Background: an optimization exercise with open tools, aiming at small area, a short achievable clock period and few clock cycles per item. Do not read the settings as production practice.
Where RTL was checked, it was by simulation tests only, not by an equivalence proof against the original.
No activity file was given, so power comes from the tool's default toggle rates.

==> flow/design.v (excerpt) <==
module radio_pairing_slave_fsm_top (
	input  logic                                 clk,
	input  logic                                 arst_n,
	input  logic                                 cfg_we,
	input  logic [rpsf_pkg::CFG_IDX_W-1:0]       cfg_index,
	input  logic [rpsf_pkg::ADDR_W-1:0]          cfg_data,
	input  logic                                 poll_valid,
	output logic                                 poll_ready,
	input  logic                                 poll_enable,
	input  logic [rpsf_pkg::TIME_W-1:0]          poll_now_ms,
	input  logic                                 poll_rx_valid,
	input  logic [rpsf_pkg::LEN_W-1:0]           poll_rx_length,
	input  logic [rpsf_pkg::CMD_W-1:0]           poll_rx_command,
	input  logic [rpsf_pkg::WORD_W-1:0]          poll_rx_magic,
	input  logic [rpsf_pkg::ADDR_W-1:0]          poll_rx_granted_address,
	output logic                                 result_valid,
	input  logic                                 result_ready,
	output logic                                 result_send_valid,
	output logic                                 result_send_kind,
	output logic [rpsf_pkg::WORD_W-1:0]          result_send_word,
	output logic [rpsf_pkg::ADDR_W-1:0]          result_send_address,
	output logic [rpsf_pkg::ADDR_W-1:0]          result_link_address,
	output logic                                 result_rx_flush,
	output logic [rpsf_pkg::PHASE_W-1:0]         result_phase,
	output logic [rpsf_pkg::COUNT_W-1:0]         result_verify_count,
	output logic                                 result_finish
);
==> flow/config.mk <==
export PLATFORM = sky130hd
export DESIGN_NAME = radio_pairing_slave_fsm_top
export DESIGN_NICKNAME = radio_pairing_slave_fsm_top
export VERILOG_FILES = /design/flow/design.v
export SDC_FILE = /design/flow/constraint.sdc
export NUM_CORES = 4
export LEC_CHECK = 0
export CAP_MARGIN = 20
export CORE_MARGIN = 2
export CORE_UTILIZATION = 65
export CTS_CLUSTER_DIAMETER = 100
export CTS_CLUSTER_SIZE = 24
export SLEW_MARGIN = 20
==> flow/constraint.sdc <==
create_clock -name core_clock -period 5.5 [get_ports {clk}]
set_input_delay 1.1000 -clock core_clock [delete_from_list [all_inputs] [get_ports {clk}]]
set_output_delay 1.1000 -clock core_clock [all_outputs]
set_load 0.01 [all_outputs]
standard.sh (not shown) runs the stock make flow with config.mk's settings and CLKGATE_MAP_FILE= SYNTH_SCRIPT=/design/flow/synth_recipe.tcl, a recipe that flattens the netlist after the stock synthesis.
==> flow/flow/run.sh <==
#!/bin/bash
# Standard layout, except that the port buffers are the smallest buffer
# (buf_1) instead of the one buffer_ports picks by default.
set -euo pipefail
export BUFFER_PORTS_ARGS="-buffer_cell sky130_fd_sc_hd__buf_1"
bash standard.sh finish > standard_flow.log 2>&1
Then changed:
--- a/flow/config.mk
+++ b/flow/config.mk
@@ -11,3 +11,4 @@
 export CTS_CLUSTER_DIAMETER = 100
 export CTS_CLUSTER_SIZE = 24
+export SETUP_SLACK_MARGIN = 2.5
 export SLEW_MARGIN = 20
Global-route usage went up by 1.1 points. Critical path depth grows by 1. Clock power hardly moves. Worst hold slack gains 0.0098 ns. Final area went up by a few percent. Area after synthesis stays the same.
Then changed:
--- a/flow/config.mk
+++ b/flow/config.mk
@@ -8,7 +8,5 @@
 export CAP_MARGIN = 20
 export CORE_MARGIN = 2
-export CORE_UTILIZATION = 65
-export CTS_CLUSTER_DIAMETER = 100
-export CTS_CLUSTER_SIZE = 24
-export SETUP_SLACK_MARGIN = 2.5
+export CORE_UTILIZATION = 40
+export SETUP_SLACK_MARGIN = 3
 export SLEW_MARGIN = 20
Result:
- The new run completed without violations
- total power is higher by 29%
- final cell count is higher by 18%
- first-iteration DRC count is lower by 25%
- count of clock-buffer cells in the layout is higher by 14
- setup slack degrades by 0.053 ns
- via count is higher by 6.6%
- fmax is lower by 1.5%
- synthesized cell count is unchanged
- wire length is higher by 27%
Then changed:
--- a/flow/config.mk
+++ b/flow/config.mk
@@ -8,5 +8,7 @@
 export CAP_MARGIN = 20
 export CORE_MARGIN = 2
-export CORE_UTILIZATION = 40
-export SETUP_SLACK_MARGIN = 3
+export CORE_UTILIZATION = 65
+export CTS_CLUSTER_DIAMETER = 100
+export CTS_CLUSTER_SIZE = 24
+export SETUP_SLACK_MARGIN = 2
 export SLEW_MARGIN = 20
Outcome: Total power falls by 23%. Sequential share of layout area is higher by 8.2 points. Final area shrinks by 16%. Utilization came out higher by 22 points. Final cell count decreases by 15%. Combinational power decreases by 28%. Clock skew drops by 0.0058 ns. Register-to-register slack loses 0.05 ns. Count of clock-buffer cells in the layout falls by 14.
Then changed:
--- a/flow/config.mk
+++ b/flow/config.mk
@@ -8,7 +8,5 @@
 export CAP_MARGIN = 20
 export CORE_MARGIN = 2
-export CORE_UTILIZATION = 65
-export CTS_CLUSTER_DIAMETER = 100
-export CTS_CLUSTER_SIZE = 24
+export CORE_UTILIZATION = 40
 export SETUP_SLACK_MARGIN = 2
 export SLEW_MARGIN = 20
What happened: Global-route usage falls by 9.1 points. Combinational power falls by a few percent. Die area rises by well over a third. Synthesized cell count does not change. Synthesized area stays the same. Register-to-register slack improves by 0.06 ns. Sequential power hardly moves. Setup slack improves by 0.060 ns. Sequential share of layout area falls by 2.7 points.
No functional check of the RTL was part of any run of this note.

========
wip/harbor:
The RTL this note starts from:
==> flow/design.v <==
`timescale 1ns / 1ps
package rpsf_pkg;
	localparam int unsigned ADDR_W  = 40;
	localparam int unsigned WORD_W  = 32;
	localparam int unsigned TIME_W  = 32;
	localparam int unsigned TMO_W   = 16;
	localparam int unsigned COUNT_W = 8;
	localparam int unsigned LEN_W   = 6;
	localparam int unsigned CMD_W   = 8;
	localparam int unsigned PHASE_W = 3;
	localparam int unsigned CFG_IDX_W = 3;
	localparam logic [CMD_W-1:0] CMD_REQUEST_CODE  = 8'd1;
	localparam logic [CMD_W-1:0] CMD_RESPONSE_CODE = 8'd2;
	localparam logic [CMD_W-1:0] CMD_PING_CODE     = 8'd3;
	localparam logic [CMD_W-1:0] CMD_PONG_CODE     = 8'd4;
	localparam logic [LEN_W-1:0] RESPONSE_LENGTH   = 6'd6;
	localparam logic [LEN_W-1:0] VERIFY_LENGTH     = 6'd8;
	localparam logic KIND_REQUEST = 1'b0;
	localparam logic KIND_PONG    = 1'b1;
	localparam logic [ADDR_W-1:0]  DEFAULT_ADDRESS_RST = 40'd733295205870;
	localparam logic [WORD_W-1:0]  DEVICE_ID_RST       = 32'd272914040;
	localparam logic [WORD_W-1:0]  HOST_MAGIC_RST      = 32'd0;
	localparam logic [WORD_W-1:0]  SLAVE_MAGIC_RST     = 32'd0;
	localparam logic [COUNT_W-1:0] VERIFY_TARGET_RST   = 8'd5;
	localparam logic [TMO_W-1:0]   RESPONSE_TMO_RST    = 16'd100;
	localparam logic [TMO_W-1:0]   VERIFY_TMO_RST      = 16'd5000;
	localparam logic [TMO_W-1:0]   SILENT_DONE_RST     = 16'd3000;
	localparam logic [COUNT_W-1:0] COUNT_MAX = {COUNT_W{1'b1}};
	typedef enum logic [PHASE_W-1:0] {
		PH_IDLE   = 3'd0,
		PH_SEND   = 3'd1,
		PH_WAIT   = 3'd2,
		PH_VERIFY = 3'd3,
		PH_DONE   = 3'd4
	} phase_t;
	typedef enum logic [CFG_IDX_W-1:0] {
		REG_DEFAULT_ADDRESS = 3'd0,
		REG_DEVICE_ID       = 3'd1,
		REG_HOST_MAGIC      = 3'd2,
		REG_SLAVE_MAGIC     = 3'd3,
		REG_VERIFY_TARGET   = 3'd4,
		REG_RESPONSE_TMO    = 3'd5,
		REG_VERIFY_TMO      = 3'd6,
		REG_SILENT_DONE     = 3'd7
	} cfg_reg_t;
endpackage
`timescale 1ns / 1ps
module radio_pairing_slave_fsm_top (
	input  logic                                 clk,
	input  logic                                 arst_n,
	input  logic                                 cfg_we,
	input  logic [rpsf_pkg::CFG_IDX_W-1:0]       cfg_index,
	input  logic [rpsf_pkg::ADDR_W-1:0]          cfg_data,
	input  logic                                 poll_valid,
	output logic                                 poll_ready,
	input  logic                                 poll_enable,
	input  logic [rpsf_pkg::TIME_W-1:0]          poll_now_ms,
	input  logic                                 poll_rx_valid,
	input  logic [rpsf_pkg::LEN_W-1:0]           poll_rx_length,
	input  logic [rpsf_pkg::CMD_W-1:0]           poll_rx_command,
	input  logic [rpsf_pkg::WORD_W-1:0]          poll_rx_magic,
	input  logic [rpsf_pkg::ADDR_W-1:0]          poll_rx_granted_address,
	output logic                                 result_valid,
	input  logic                                 result_ready,
	output logic                                 result_send_valid,
	output logic                                 result_send_kind,
	output logic [rpsf_pkg::WORD_W-1:0]          result_send_word,
	output logic [rpsf_pkg::ADDR_W-1:0]          result_send_address,
	output logic [rpsf_pkg::ADDR_W-1:0]          result_link_address,
	output logic                                 result_rx_flush,
	output logic [rpsf_pkg::PHASE_W-1:0]         result_phase,
	output logic [rpsf_pkg::COUNT_W-1:0]         result_verify_count,
	output logic                                 result_finish
);
	logic [rpsf_pkg::ADDR_W-1:0]  default_address_q;
	logic [rpsf_pkg::WORD_W-1:0]  device_id_q;
	logic [rpsf_pkg::WORD_W-1:0]  host_magic_q;
	logic [rpsf_pkg::WORD_W-1:0]  slave_magic_q;
	logic [rpsf_pkg::COUNT_W-1:0] verify_target_q;
	logic [rpsf_pkg::TMO_W-1:0]   response_tmo_q;
	logic [rpsf_pkg::TMO_W-1:0]   verify_tmo_q;
	logic [rpsf_pkg::TMO_W-1:0]   silent_done_q;
	logic [rpsf_pkg::PHASE_W-1:0] phase_q;
	logic [rpsf_pkg::TIME_W-1:0]  time_q;
	logic [rpsf_pkg::COUNT_W-1:0] count_q;
	logic                         goal_q;
	logic [rpsf_pkg::ADDR_W-1:0]  link_q;
	logic                         valid_q;
	logic                         send_q;
	logic                         event_q;
	logic                         fire;
	logic                         in_idle, in_send, in_wait, in_verify, in_done;
	logic                         resp_ok, ping_ok;
	logic [rpsf_pkg::TIME_W-1:0]  since;
	logic [rpsf_pkg::TMO_W-1:0]   limit;
	logic                         expired;
	logic [rpsf_pkg::COUNT_W-1:0] count_inc;
	logic [rpsf_pkg::PHASE_W-1:0] phase_d;
	assign poll_ready = !valid_q || result_ready;
	assign fire       = poll_valid && poll_ready;
	always_ff @(posedge clk or negedge arst_n) begin
		if (!arst_n) begin
			default_address_q <= rpsf_pkg::DEFAULT_ADDRESS_RST;
			device_id_q       <= rpsf_pkg::DEVICE_ID_RST;
			host_magic_q      <= rpsf_pkg::HOST_MAGIC_RST;
			slave_magic_q     <= rpsf_pkg::SLAVE_MAGIC_RST;
			verify_target_q   <= rpsf_pkg::VERIFY_TARGET_RST;
			response_tmo_q    <= rpsf_pkg::RESPONSE_TMO_RST;
			verify_tmo_q      <= rpsf_pkg::VERIFY_TMO_RST;
			silent_done_q     <= rpsf_pkg::SILENT_DONE_RST;
		end else if (cfg_we) begin
			case (cfg_index)
				rpsf_pkg::REG_DEFAULT_ADDRESS: default_address_q <= cfg_data;
				rpsf_pkg::REG_DEVICE_ID:     device_id_q   <= cfg_data[rpsf_pkg::WORD_W-1:0];
				rpsf_pkg::REG_HOST_MAGIC:    host_magic_q  <= cfg_data[rpsf_pkg::WORD_W-1:0];
				rpsf_pkg::REG_SLAVE_MAGIC:   slave_magic_q <= cfg_data[rpsf_pkg::WORD_W-1:0];
				rpsf_pkg::REG_VERIFY_TARGET:
					verify_target_q <= cfg_data[rpsf_pkg::COUNT_W-1:0];
				rpsf_pkg::REG_RESPONSE_TMO:  response_tmo_q <= cfg_data[rpsf_pkg::TMO_W-1:0];
				rpsf_pkg::REG_VERIFY_TMO:    verify_tmo_q   <= cfg_data[rpsf_pkg::TMO_W-1:0];
				rpsf_pkg::REG_SILENT_DONE:   silent_done_q  <= cfg_data[rpsf_pkg::TMO_W-1:0];
				default: ;
			endcase
		end
	end
	assign in_idle   = (phase_q == rpsf_pkg::PH_IDLE);
	assign in_send   = (phase_q == rpsf_pkg::PH_SEND);
	assign in_wait   = (phase_q == rpsf_pkg::PH_WAIT);
	assign in_verify = (phase_q == rpsf_pkg::PH_VERIFY);
	assign in_done   = (phase_q == rpsf_pkg::PH_DONE);
	assign resp_ok = poll_rx_valid && (poll_rx_length == rpsf_pkg::RESPONSE_LENGTH)
		&& (poll_rx_command == rpsf_pkg::CMD_RESPONSE_CODE);
	assign ping_ok = poll_rx_valid && (poll_rx_length == rpsf_pkg::VERIFY_LENGTH)
		&& (poll_rx_command == rpsf_pkg::CMD_PING_CODE) && (poll_rx_magic == host_magic_q);
	assign since     = poll_now_ms - time_q;
	assign limit     = in_wait ? response_tmo_q : (goal_q ? silent_done_q : verify_tmo_q);
	assign expired   = since > {{(rpsf_pkg::TIME_W-rpsf_pkg::TMO_W){1'b0}}, limit};
	assign count_inc = (count_q != rpsf_pkg::COUNT_MAX) ? count_q + 1'b1 : count_q;
	always_comb begin
		phase_d = phase_q;
		if (!poll_enable) begin
			phase_d = rpsf_pkg::PH_IDLE;
		end else begin
			case (phase_q)
				rpsf_pkg::PH_IDLE: phase_d = rpsf_pkg::PH_SEND;
				rpsf_pkg::PH_SEND: phase_d = rpsf_pkg::PH_WAIT;
				rpsf_pkg::PH_WAIT: begin
					if (resp_ok)
						phase_d = rpsf_pkg::PH_VERIFY;
					else if (expired)
						phase_d = rpsf_pkg::PH_SEND;
				end
				rpsf_pkg::PH_VERIFY: begin
					if (!ping_ok && expired)
						phase_d = goal_q ? rpsf_pkg::PH_DONE : rpsf_pkg::PH_SEND;
				end
				rpsf_pkg::PH_DONE: phase_d = rpsf_pkg::PH_DONE;
				default: phase_d = rpsf_pkg::PH_IDLE;
			endcase
		end
	end
	always_ff @(posedge clk or negedge arst_n) begin
		if (!arst_n) begin
			phase_q <= rpsf_pkg::PH_IDLE;
			count_q <= '0;
			link_q  <= rpsf_pkg::DEFAULT_ADDRESS_RST;
			valid_q <= 1'b0;
		end else begin
			if (fire) begin
				phase_q <= phase_d;
				if (poll_enable) begin
					if (in_idle || (in_wait && resp_ok))
						count_q <= '0;
					else if (in_verify && ping_ok)
						count_q <= count_inc;
					if (in_idle || in_send)
						link_q <= default_address_q;
					else if (in_wait && resp_ok)
						link_q <= poll_rx_granted_address;
				end
			end
			if (fire)
				valid_q <= 1'b1;
			else if (result_ready)
				valid_q <= 1'b0;
		end
	end
	always_ff @(posedge clk) begin
		if (fire) begin
			if (!((in_wait && !resp_ok) || (in_verify && !ping_ok)))
				time_q <= poll_now_ms;
			if (in_wait && resp_ok)
				goal_q <= 1'b0;
			else if (in_verify && ping_ok)
				goal_q <= goal_q || (count_inc >= verify_target_q);
			send_q  <= poll_enable && (in_send || (in_verify && ping_ok));
			event_q <= poll_enable && ((in_wait && resp_ok) || in_done);
		end
	end
	assign result_valid        = valid_q;
	assign result_send_valid   = send_q;
	assign result_send_kind    = send_q && phase_q[0];
	assign result_send_word    = !send_q ? '0 : (phase_q[0] ? slave_magic_q : device_id_q);
	assign result_send_address = send_q ? link_q : '0;
	assign result_link_address = link_q;
	assign result_rx_flush     = event_q && !phase_q[2];
	assign result_phase        = phase_q;
	assign result_verify_count = count_q;
	assign result_finish       = event_q && phase_q[2];
endmodule
export LEC_CHECK = 0
export CAP_MARGIN = 20
export CORE_MARGIN = 2
export CORE_UTILIZATION = 40
export CTS_BUF_LIST = sky130_fd_sc_hd__clkbuf_4
export SLEW_MARGIN = 20
create_clock -name core_clock -period 5.5 [get_ports {clk}]
Scripts as last shown in full above: flow/flow/run.sh
Testbench counts of wip/harbor, summed over its fixed seeds: cycles 24,008, items 24,000.
[inputs] wip/nickel vs wip/harbor
# wip/harbor
export LEC_CHECK = 0
export CAP_MARGIN = 20
export CORE_MARGIN = 2
export CORE_UTILIZATION = 40
export CTS_BUF_LIST = sky130_fd_sc_hd__clkbuf_4
export SLEW_MARGIN = 20
create_clock -name core_clock -period 5.5 [get_ports {clk}]
# wip/nickel
export LEC_CHECK = 0
export CAP_MARGIN = 20
export CORE_MARGIN = 2
export CORE_UTILIZATION = 65
export SLEW_MARGIN = 20
create_clock -name core_clock -period 5.5 [get_ports {clk}]
Notes after the runs:
After detailed routing, wip/harbor needs more wire than wip/nickel.
On via count of the first global-routing pass, wip/nickel and wip/harbor are basically level.
| power share of the combinational group | wip/harbor vs wip/nickel | ≈ equal |
Setup changes, wip/nickel to wip/umber
# wip/nickel
export LEC_CHECK = 0
export CAP_MARGIN = 20
export CORE_MARGIN = 2
export CORE_UTILIZATION = 65
export SLEW_MARGIN = 20
create_clock -name core_clock -period 5.5 [get_ports {clk}]
# wip/umber
export LEC_CHECK = 0
export CAP_MARGIN = 20
export CORE_MARGIN = 2
export CORE_UTILIZATION = 40
export SLEW_MARGIN = 20
create_clock -name core_clock -period 5.5 [get_ports {clk}]
--- outcome ---
Power after layout grows slightly when moving from wip/nickel to wip/umber. Comparing routed length on met3 for wip/umber and wip/nickel, the bigger number came from wip/umber. Compared with wip/nickel, average vias per placed instance in wip/umber decreased by more than 10%. Looking at sequential share of power, wip/umber sits 0.9 points below wip/nickel. wip/umber does worse than wip/nickel on static leakage. Comparing wip/umber and wip/nickel, the lower post-detailed-route wirelength per cell was measured on wip/umber. Comparing all-layer global routing usage for wip/umber and wip/nickel, the smaller number came from wip/umber. The run with more setup slack is wip/nickel; wip/umber has less.
The inputs of wip/tundra differ from those of wip/umber as listed below.
# wip/umber
export LEC_CHECK = 0
export CAP_MARGIN = 20
export CORE_MARGIN = 2
export CORE_UTILIZATION = 40
export SLEW_MARGIN = 20
create_clock -name core_clock -period 5.5 [get_ports {clk}]
# wip/tundra
export LEC_CHECK = 0
export ABC_CLOCK_PERIOD_IN_PS = 2500
export CAP_MARGIN = 20
export CORE_MARGIN = 2
export CORE_UTILIZATION = 40
export SLEW_MARGIN = 20
create_clock -name core_clock -period 5.5 [get_ports {clk}]
==> flow/run.sh (new file) <==
#!/bin/bash
# synth_recipe.tcl (not shown) runs the flow's synth.tcl, then flattens the netlist and writes it again
# the make line also repeats each setting of config.mk as NAME=value (left out here)
make -C /OpenROAD-flow-scripts/flow DESIGN_CONFIG=/design/flow/config.mk WORK_HOME=/design/flow/orfs CLKGATE_MAP_FILE= SYNTH_SCRIPT=/design/flow/synth_recipe.tcl finish
removed: flow/flow/run.sh
removed: flow/standard.sh
==> run notes <==
- The run showing the smaller setup slack is wip/tundra.
- Against wip/umber, clock buffer instance count of the final layout in wip/tundra fell by more than 10%.
- A cell with the largest stage delay on the worst path of sky130_fd_sc_hd__fa_1 is what wip/umber shows, while sky130_fd_sc_hd__clkdlybuf4s50_1 belongs to wip/tundra.
- The actual slew at the worst max-slew pin of wip/tundra is higher than that of wip/umber.

-- afterwards: timing with drivers on the ports --
Ports are ideal in the flow. The routed layouts listed here were re-timed in OpenROAD. Step 1 sets driving cells, clkbuf_16 on the clock port and buf_2 on the other inputs (assumed; they add their load-dependent delay and slew). Step 2 adds t to the input delays and takes it off the output delays; t is the mean of the earliest and latest rising clock arrival at the registers after step 1. Input paths then give back, and output paths get back, about the clock's delay inside the block. Slacks: ideal / step 1 / step 2; pairs: ideal / step 1.
| run | t (ns) | setup slack, ns | worst hold slack (ns) |
|---|---|---|---|
| the first run of note 1 | 0.532 | 1.217 / 1.217 / 1.217 | 0.545 / 0.545 / 0.545 |
| the second run of note 1 | 0.526 | 1.929 / 1.929 / 1.540 | 0.555 / 0.555 / 0.555 |
| the third run of note 1 | 0.613 | 1.877 / 1.877 / 1.557 | 0.544 / 0.544 / 0.544 |
| the fourth run of note 1 | 0.528 | 1.827 / 1.827 / 1.541 | 0.542 / 0.542 / 0.542 |
| the fifth run of note 1 | 0.597 | 1.887 / 1.887 / 1.509 | 0.543 / 0.543 / 0.543 |
| wip/harbor | 0.764 | 1.072 / 1.102 / 0.338 | 0.500 / 0.471 / 0.504 |
| wip/nickel | 0.598 | 1.019 / 1.049 / 0.451 | 0.505 / 0.505 / 0.505 |
| wip/umber | 0.562 | 0.870 / 0.902 / 0.339 | 0.503 / 0.503 / 0.503 |
| wip/tundra | 0.589 | 0.557 / 0.590 / 0.001 | 0.502 / 0.502 / 0.502 |
After both steps setup and hold are still met in every run listed. For wip/harbor, which loses most, drivers alone change the setup slack by +0.030 ns; drivers and shift together by -0.734 ns.
